Context: an optimization exercise on an open-source flow, tuned for small area, a short achievable clock period and few clock cycles. The choices shown serve that exercise and are no tape-out recipe.
Where RTL was checked, it was by simulation tests only, not by an equivalence proof against the original.
No driver is modelled on the clock port, so clock power and skew are understated where the tree is cut down; a real chip needs a root buffer or a tree.
Power and IR drop assume default switching activity.

## phase_synthesizer
module phase_synthesizer #(
  parameter int ADDR_WIDTH  = 11,
  parameter int PHASE_WIDTH = 24,
  parameter int MAG_WIDTH   = 16,
  parameter int RATIO_WIDTH = 16,
  parameter int RATIO_FRAC  = 12
) (
  input  logic                   clock,
  input  logic                   reset,
  input  logic [PHASE_WIDTH-1:0] phase,
  input  logic [PHASE_WIDTH-1:0] phase_last,
  input  logic                   phases_valid,
  input  logic [ADDR_WIDTH-1:0]  k_max,
  input  logic [MAG_WIDTH-1:0]   magnitude,
  input  logic [RATIO_WIDTH-1:0] pitch_ratio,
  output logic [47:0]            m_tdata,
  output logic                   m_tvalid,
  input  logic                   m_tready,
  output logic                   m_tlast,
  output logic [15:0]            m_tuser,
  output logic                   busy,
  output logic [7:0]             dropped_count
);
Size: about 650 cells after synthesis, about 190 flip-flops, about 170 I/O pins, ~7900 um2 of cells after synthesis.
clock: 7.0 ns
lec_check: 0
cap_margin: 20
core_margin: 2
core_utilization: 62
setup_slack_margin: 4.4
slew_margin: 20
standard.sh (not shown) runs the stock make flow with config.mk's settings and CLKGATE_MAP_FILE= SYNTH_SCRIPT=/design/flow/synth_recipe.tcl, a recipe that flattens the netlist after the stock synthesis.
==> flow/flow/run.sh <==
#!/bin/bash
set -euo pipefail
here=$(pwd)
export BUFFER_PORTS_ARGS="-buffer_cell sky130_fd_sc_hd__buf_1"
export SKIP_REPAIR_TIE_FANOUT=1
export PRE_CTS_TCL="$here/flow/pre_cts.tcl"
bash standard.sh finish > standard_make.log 2>&1
Other scripts of this flow, unchanged in this note and not shown: flow/flow/mycts.tcl, flow/flow/pre_cts.tcl
Testbench counts at the start, summed over its fixed seeds: cycles 50,150.
Then changed:
==> flow/flow/run.sh (replaced) <==
#!/bin/bash
set -euo pipefail
here=$(pwd)
export BUFFER_PORTS_ARGS="-buffer_cell sky130_fd_sc_hd__buf_1"
export PRE_CTS_TCL="$here/flow/pre_cts.tcl"
bash standard.sh finish > standard_make.log 2>&1
- CORE_UTILIZATION: 62 -> 58
- SETUP_SLACK_MARGIN: 4.4 -> 4.2
After rerunning: Hold slack barely changes. Worst setup slack degrades by 95 ps. Register-to-register slack degrades by 80 ps.
In every run of this note, the design's own scripts or RTL, not TritonCTS, make the clock network.


Another version of the RTL of phase_synthesizer (not shown whole).
For scale: roughly 190 flip-flops, about 170 I/O pins.
==> flow/config.mk <==
export PLATFORM = sky130hd
export DESIGN_NAME = phase_synthesizer
export DESIGN_NICKNAME = phase_synthesizer
export VERILOG_FILES = /design/flow/design.v
export SDC_FILE = /design/flow/constraint.sdc
export NUM_CORES = 4
export LEC_CHECK = 0
export CAP_MARGIN = 20
export CORE_MARGIN = 2
export CORE_UTILIZATION = 50
export SETUP_SLACK_MARGIN = 4.7
export SLEW_MARGIN = 20
==> flow/constraint.sdc <==
create_clock -name core_clock -period 7.0 [get_ports {clock}]
set_input_delay 1.4000 -clock core_clock [delete_from_list [all_inputs] [get_ports {clock}]]
set_output_delay 1.4000 -clock core_clock [all_outputs]
set_load 0.01 [all_outputs]
==> flow/flow/run.sh <==
#!/bin/bash
set -euo pipefail
here=$(pwd)
export BUFFER_PORTS_ARGS="-buffer_cell sky130_fd_sc_hd__buf_1"
export SKIP_REPAIR_TIE_FANOUT=1
export PRE_CTS_TCL="$here/flow/pre_cts.tcl"
bash standard.sh finish > standard_make.log 2>&1
Other scripts of this flow, unchanged in this note and not shown: flow/flow/mycts.tcl, flow/flow/pre_cts.tcl
The baseline completed with no timing, DRC or antenna violations.
==> next run, changes <==
- SETUP_SLACK_MARGIN: 4.7 -> 4.55
What happened:
- synthesized area does not change
- cell area fell by 7.4%
- die area stays the same
- via count fell by 4.4%
- wire length fell by 6.8%
No run of this note included a check of the RTL's function; only the layout flow was run. No run of this note takes its clock network from TritonCTS; it comes from the design's own scripts or RTL.


The RTL this note starts from:
==> flow/design.v <==
module phase_synthesizer #(
  parameter int ADDR_WIDTH  = 11,
  parameter int PHASE_WIDTH = 24,
  parameter int MAG_WIDTH   = 16,
  parameter int RATIO_WIDTH = 16,
  parameter int RATIO_FRAC  = 12
) (
  input  logic                   clock,
  input  logic                   reset,
  input  logic [PHASE_WIDTH-1:0] phase,
  input  logic [PHASE_WIDTH-1:0] phase_last,
  input  logic                   phases_valid,
  input  logic [ADDR_WIDTH-1:0]  k_max,
  input  logic [MAG_WIDTH-1:0]   magnitude,
  input  logic [RATIO_WIDTH-1:0] pitch_ratio,
  output logic [47:0]            m_tdata,
  output logic                   m_tvalid,
  input  logic                   m_tready,
  output logic                   m_tlast,
  output logic [15:0]            m_tuser,
  output logic                   busy,
  output logic [7:0]             dropped_count
);
  logic [23:0] ph_q, pl_q;       
  logic [10:0] k_q;              
  logic [15:0] r_q, mag_q;
  logic [23:0] sn_acc_q;         
  logic [14:0] ms_q;             
  logic [15:0] mc_q;             
  logic        bw_q, ac_q;       
  logic [5:0]  cyc_q;            
  logic        x_q, p_q;         
  logic        clr_q, op_q;      
  logic        nphase_q, negd_q, accv_q;
  logic        busy_q, tvalid_q, tlast_q;
  logic        ld_q;             
  logic        cap_q;            
  logic        hit_a_q, hit_b_q, nph_a_q, nph_b_q, nph_c_q;
  logic [10:0] tu_q;
  logic [7:0]  drop_q;
  logic c_rdy;
  assign c_rdy = cyc_q == 6'd61;
  logic dsum, dbor;
  assign dsum = ph_q[0] ^ ~pl_q[0] ^ bw_q;
  assign dbor = (ph_q[0] & ~pl_q[0]) | (ph_q[0] & bw_q) | (~pl_q[0] & bw_q);
  logic        x_d;
  logic [15:0] sin, cin, fsum, fcar;
  logic        vnz;
  assign x_d = busy_q ? (((cyc_q < 6'd10) & k_q[1]) | (~nphase_q & (cyc_q >= 6'd23) & (cyc_q < 6'd59) & ph_q[1]))
                      : (phases_valid & k_max[0]);
  always_comb begin
    for (int j = 0; j < 16; j++) begin
      sin[j] = (j < 15) ? ms_q[j] : 1'b0;
      cin[j] = mc_q[j];
      if (j < 3 && clr_q) begin
        sin[j] = 1'b0;
        cin[j] = 1'b0;
      end
      {fcar[j], fsum[j]} = {1'b0, sin[j]} + {1'b0, cin[j]} + {1'b0, r_q[j] & x_q};
    end
  end
  logic sat;
  assign vnz = |{fsum[3:1], fcar[2:0]};
  assign sat = p_q | fsum[0] | vnz;
  logic aa, ab, asum, acar;
  assign aa   = accv_q & ~(sn_acc_q[0] ^ negd_q);
  assign ab   = p_q & ~nphase_q;
  assign asum = aa ^ ab ^ ac_q;
  assign acar = (aa & ab) | (aa & ac_q) | (ab & ac_q);
  logic [10:0] tn;
  logic        hitn, phitn, fin, adv, load, negstart, updend;
  assign tn      = tu_q + 11'd1;
  assign hitn    = (~tn[10] & (tn[9:0] == k_q[9:0])) | (tu_q[10] & (tu_q[9:0] == ~k_q[9:0]));
  assign phitn   = hitn & ld_q;
  assign fin     = tvalid_q & m_tready & tlast_q;
  assign adv     = tvalid_q ? (m_tready & ~tlast_q) : (busy_q & ~ld_q & (cyc_q >= 6'd24));
  assign load    = adv;
  assign negstart = tvalid_q & m_tready & ~nph_a_q & ~tu_q[10];
  assign updend  = op_q & (cyc_q == 6'd60) & ~nphase_q;
  always_ff @(posedge clock or posedge reset) begin
    if (reset) cap_q <= 1'b1;
    else if (cap_q) cap_q <= ~phases_valid;
    else if (fin) cap_q <= 1'b1;
  end
  always_ff @(posedge clock) begin
    if (cap_q) begin
      ph_q    <= phase;
      pl_q    <= phase_last;
      k_q     <= k_max;
      r_q     <= pitch_ratio;
      bw_q    <= 1'b1;
      cyc_q   <= '0;
      nphase_q <= 1'b0;
      tu_q    <= '1;
      tlast_q <= 1'b1;
      ld_q    <= 1'b0;
    end else begin
      ph_q <= {(cyc_q >= 6'd24) ? ph_q[23] : dsum, ph_q[23:1]};
      pl_q <= {1'b0, pl_q[23:1]};
      bw_q <= dbor;
      if (cyc_q <= 6'd22) k_q <= {p_q, k_q[10:1]};
      else if (cyc_q == 6'd23) k_q <= {1'b0, k_q[10:1] | {10{sat}}};
      if (negstart) cyc_q <= 6'd35;
      else if (!c_rdy) cyc_q <= cyc_q + 6'd1;
      if (negstart) nphase_q <= 1'b1;
      if (load) begin
        ld_q    <= 1'b1;
        tu_q    <= tn;
        tlast_q <= &tn;
      end
    end
    p_q   <= fsum[0];
    clr_q <= busy_q & (cyc_q == 6'd23);
    op_q  <= busy_q & (cyc_q >= 6'd36) & (cyc_q <= 6'd59);
    ac_q <= op_q ? acar : negd_q;
  end
  always_ff @(posedge clock) begin
    hit_a_q <= (load & hitn) | (~load & ld_q & hit_a_q);
    hit_b_q <= (load & hitn) | (~load & ~cap_q & hit_b_q);
    nph_a_q <= (load & ~phitn) | (~load & (~ld_q | nph_a_q));
    nph_b_q <= (load & ~phitn) | (~load & (cap_q | nph_b_q));
    nph_c_q <= (load & ~phitn) | (~load & (fin | nph_c_q));
  end
  always_ff @(posedge clock or posedge reset) begin
    if (reset) begin
      mag_q    <= '0;
      sn_acc_q <= '0;
    end else begin
      if (cap_q) mag_q <= magnitude;
      if (op_q) sn_acc_q <= {~asum, sn_acc_q[23:1]};
    end
  end
  always_ff @(posedge clock or posedge reset) begin
    if (reset) begin
      ms_q <= '0;
      mc_q <= '0;
    end else begin
      ms_q <= fsum[15:1];
      mc_q <= fcar;
    end
  end
  always_ff @(posedge clock or posedge reset) begin
    if (reset) begin
      busy_q   <= 1'b0;
      x_q      <= 1'b0;
      tvalid_q <= 1'b0;
      drop_q   <= '0;
      accv_q   <= 1'b0;
      negd_q   <= 1'b0;
    end else begin
      if (phases_valid && busy_q && (drop_q != 8'hFF)) drop_q <= drop_q + 8'd1;
      x_q <= x_d;
      if (!busy_q) busy_q <= phases_valid;
      else if (fin) busy_q <= 1'b0;
      if (fin) tvalid_q <= 1'b0;
      else if (adv) tvalid_q <= ~(phitn & ~c_rdy);
      else if (!tvalid_q && ld_q && busy_q) tvalid_q <= c_rdy;
      if (updend) accv_q <= 1'b1;
      if (negstart) negd_q <= 1'b1;
      else if (updend) negd_q <= 1'b0;
    end
  end
  assign m_tdata       = {8'h00, mag_q[15:8] & {8{hit_b_q}}, mag_q[7:0] & {8{hit_a_q}},
                          ~(sn_acc_q[23:16] | {8{nph_c_q}}), ~(sn_acc_q[15:8] | {8{nph_b_q}}),
                          ~(sn_acc_q[7:0] | {8{nph_a_q}})};
  assign m_tvalid      = tvalid_q;
  assign m_tlast       = tlast_q;
  assign m_tuser       = {5'h00, tu_q};
  assign busy          = busy_q;
  assign dropped_count = drop_q;
endmodule
Settings: LEC_CHECK=0, CAP_MARGIN=20, CORE_MARGIN=2, CORE_UTILIZATION=50, SETUP_SLACK_MARGIN=4.75, SLEW_MARGIN=20, TNS_END_PERCENT=0; clock period 7.0 ns.
==> flow/flow/mycts.tcl <==
proc my_cts_split {items n} {
  set groups [list $items]
  set dir 0
  while {[llength $groups] < $n} {
    set ng {}
    foreach g $groups {
      set idx [expr {$dir == 0 ? 1 : 2}]
      set s [lsort -integer -index $idx $g]
      set h [expr {[llength $s] / 2}]
      lappend ng [lrange $s 0 [expr {$h - 1}]] [lrange $s $h end]
    }
    set groups $ng
    set dir [expr {1 - $dir}]
  }
  return $groups
}

proc my_cts_buffer {name master in_net items} {
  set block [ord::get_db_block]
  set sx 0; set sy 0
  foreach e $items { incr sx [lindex $e 1]; incr sy [lindex $e 2] }
  set n [llength $items]
  set cx [expr {$sx / $n}]; set cy [expr {$sy / $n}]
  set buf [odb::dbInst_create $block $master $name]
  set net [odb::dbNet_create $block "clknet_$name"]
  $net setSigType CLOCK
  [$buf findITerm A] connect $in_net
  [$buf findITerm X] connect $net
  $buf setLocation $cx $cy
  $buf setPlacementStatus PLACED
  return [list $buf $net $cx $cy]
}

proc my_cts_build {ntop nsub topname leafname} {
  set db [ord::get_db]
  set block [ord::get_db_block]
  set clk_net [$block findNet clock]
  set sinks {}
  foreach it [$clk_net getITerms] {
    set bb [[$it getInst] getBBox]
    lappend sinks [list $it [expr {([$bb xMin] + [$bb xMax]) / 2}] [expr {([$bb yMin] + [$bb yMax]) / 2}]]
  }
  set t 0
  foreach g [my_cts_split $sinks $ntop] {
    if {$nsub <= 1} {
      lassign [my_cts_buffer "clkbuf_${t}_clock" [$db findMaster $topname] $clk_net $g] buf net
      foreach e $g { set it [lindex $e 0]; $it disconnect; $it connect $net }
    } else {
      lassign [my_cts_buffer "clkbuf_${t}_clock" [$db findMaster $topname] $clk_net $g] buf tnet
      set l 0
      foreach sg [my_cts_split $g $nsub] {
        lassign [my_cts_buffer "clkbuf_${t}_${l}_clock" [$db findMaster $leafname] $tnet $sg] lbuf lnet
        foreach e $sg { set it [lindex $e 0]; $it disconnect; $it connect $lnet }
        incr l
      }
    }
    incr t
  }
  puts "my_cts: [llength $sinks] sinks, $ntop x $nsub buffers"
}
==> flow/flow/pre_cts.tcl <==
# Replaces TritonCTS for this design: a two-level tree (the clock port drives four clkbuf_8,
# each drives two clkbuf_16, each drives about 24 flip-flops of its region of the placement).
# The rest of ORFS's cts.tcl (legalisation, timing repair) runs as usual afterwards.
source [file join [file dirname [info script]] mycts.tcl]
rename clock_tree_synthesis orfs_clock_tree_synthesis
proc clock_tree_synthesis {args} {
  my_cts_build 4 2 sky130_fd_sc_hd__clkbuf_8 sky130_fd_sc_hd__clkbuf_16
}
Scripts as last shown in full above: flow/flow/run.sh
The starting point finished clean.
Change:
--- a/flow/config.mk
+++ b/flow/config.mk
@@ -11,3 +11,3 @@
 export SETUP_SLACK_MARGIN = 4.75
 export SLEW_MARGIN = 20
-export TNS_END_PERCENT = 0
+export TNS_END_PERCENT = 20
Worst hold slack is about the same.
Via count climbs by 2.5%.
Flip-flop and latch count does not change.
Change:
==> flow/flow/run.sh (replaced) <==
#!/bin/bash
set -euo pipefail
here=$(pwd)
export BUFFER_PORTS_ARGS="-buffer_cell sky130_fd_sc_hd__buf_1"
export SKIP_REPAIR_TIE_FANOUT=1
export PRE_CTS_TCL="$here/flow/pre_cts.tcl"
bash standard.sh MATCH_CELL_FOOTPRINT=0 finish > standard_make.log 2>&1
--- a/flow/config.mk
+++ b/flow/config.mk
@@ -11,3 +11,3 @@
 export SETUP_SLACK_MARGIN = 4.75
 export SLEW_MARGIN = 20
-export TNS_END_PERCENT = 20
+export TNS_END_PERCENT = 0
Via count fell by 2.5%.
Clock skew hardly moves.
Sequential share of layout area climbs by 1.4 points.
Power shrinks by 2.6%.
Design area falls by 3.1%.
Worst hold slack stays flat.
Register-to-register slack is worse by 0.05 ns.
Synthesized cell count does not change.
Cell count fell by 2.2%.
Core utilization goes down by 1.8 points.
Fmax is about the same.
Change:
==> flow/flow/run.sh (replaced) <==
#!/bin/bash
set -euo pipefail
here=$(pwd)
export BUFFER_PORTS_ARGS="-buffer_cell sky130_fd_sc_hd__buf_1"
export SKIP_REPAIR_TIE_FANOUT=1
export PRE_CTS_TCL="$here/flow/pre_cts.tcl"
bash standard.sh finish > standard_make.log 2>&1
--- a/flow/config.mk
+++ b/flow/config.mk
@@ -9,5 +9,5 @@
 export CORE_MARGIN = 2
 export CORE_UTILIZATION = 50
-export SETUP_SLACK_MARGIN = 4.75
+export SETUP_SLACK_MARGIN = 5.0
 export SLEW_MARGIN = 20
 export TNS_END_PERCENT = 0
Outcome: Die area does not change; cell area stays the same; via count is about the same; synthesized cell count is unchanged; area after synthesis is unchanged; hold slack does not change; combinational power is about the same.
Function was not checked in any run of this note: the RTL went through the layout flow alone. No run of this note takes its clock network from TritonCTS; it comes from the design's own scripts or RTL.

port drivers added, routing unchanged:
The results above use ideal ports. As a check the final layouts listed here were re-extracted and re-timed, cells and wires unchanged.
Step 1, drivers: a clkbuf_16 drives clock and a buf_2 each remaining input, both assumed.
Step 2 moves the port delays by t, midway between the first and last clock arrival at a register: inputs arrive t later, outputs are due t later. That takes back most of the time a late clock gives input paths.
Slacks: no drivers / after step 1 / after step 2; pairs: no drivers / after step 1.
| run | t (ns) | setup slack, ns | latest minus earliest clock arrival (ns) |
|---|---|---|---|
| the first run of note 1 | 0.356 | 4.476 / 4.409 / 4.404 | 0.024 / 0.025 |
| the second run of note 1 | 0.354 | 4.381 / 4.316 / 4.262 | 0.022 / 0.022 |
| the first run of note 2 | 0.362 | 4.531 / 4.460 / 4.345 | 0.020 / 0.020 |
| the second run of note 2 | 0.363 | 4.498 / 4.426 / 4.383 | 0.016 / 0.017 |
| the first run of note 3 | 0.372 | 4.607 / 4.530 / 4.445 | 0.021 / 0.022 |
| the second run of note 3 | 0.370 | 4.609 / 4.532 / 4.424 | 0.020 / 0.020 |
| the third run of note 3 | 0.372 | 4.607 / 4.530 / 4.440 | 0.021 / 0.022 |
| the fourth run of note 3 | 0.372 | 4.607 / 4.530 / 4.445 | 0.021 / 0.022 |
After both steps every run listed still meets setup and hold. The setup slack of the first run of note 2, which loses most, moves by -0.071 ns with the drivers and by -0.186 ns with both steps.
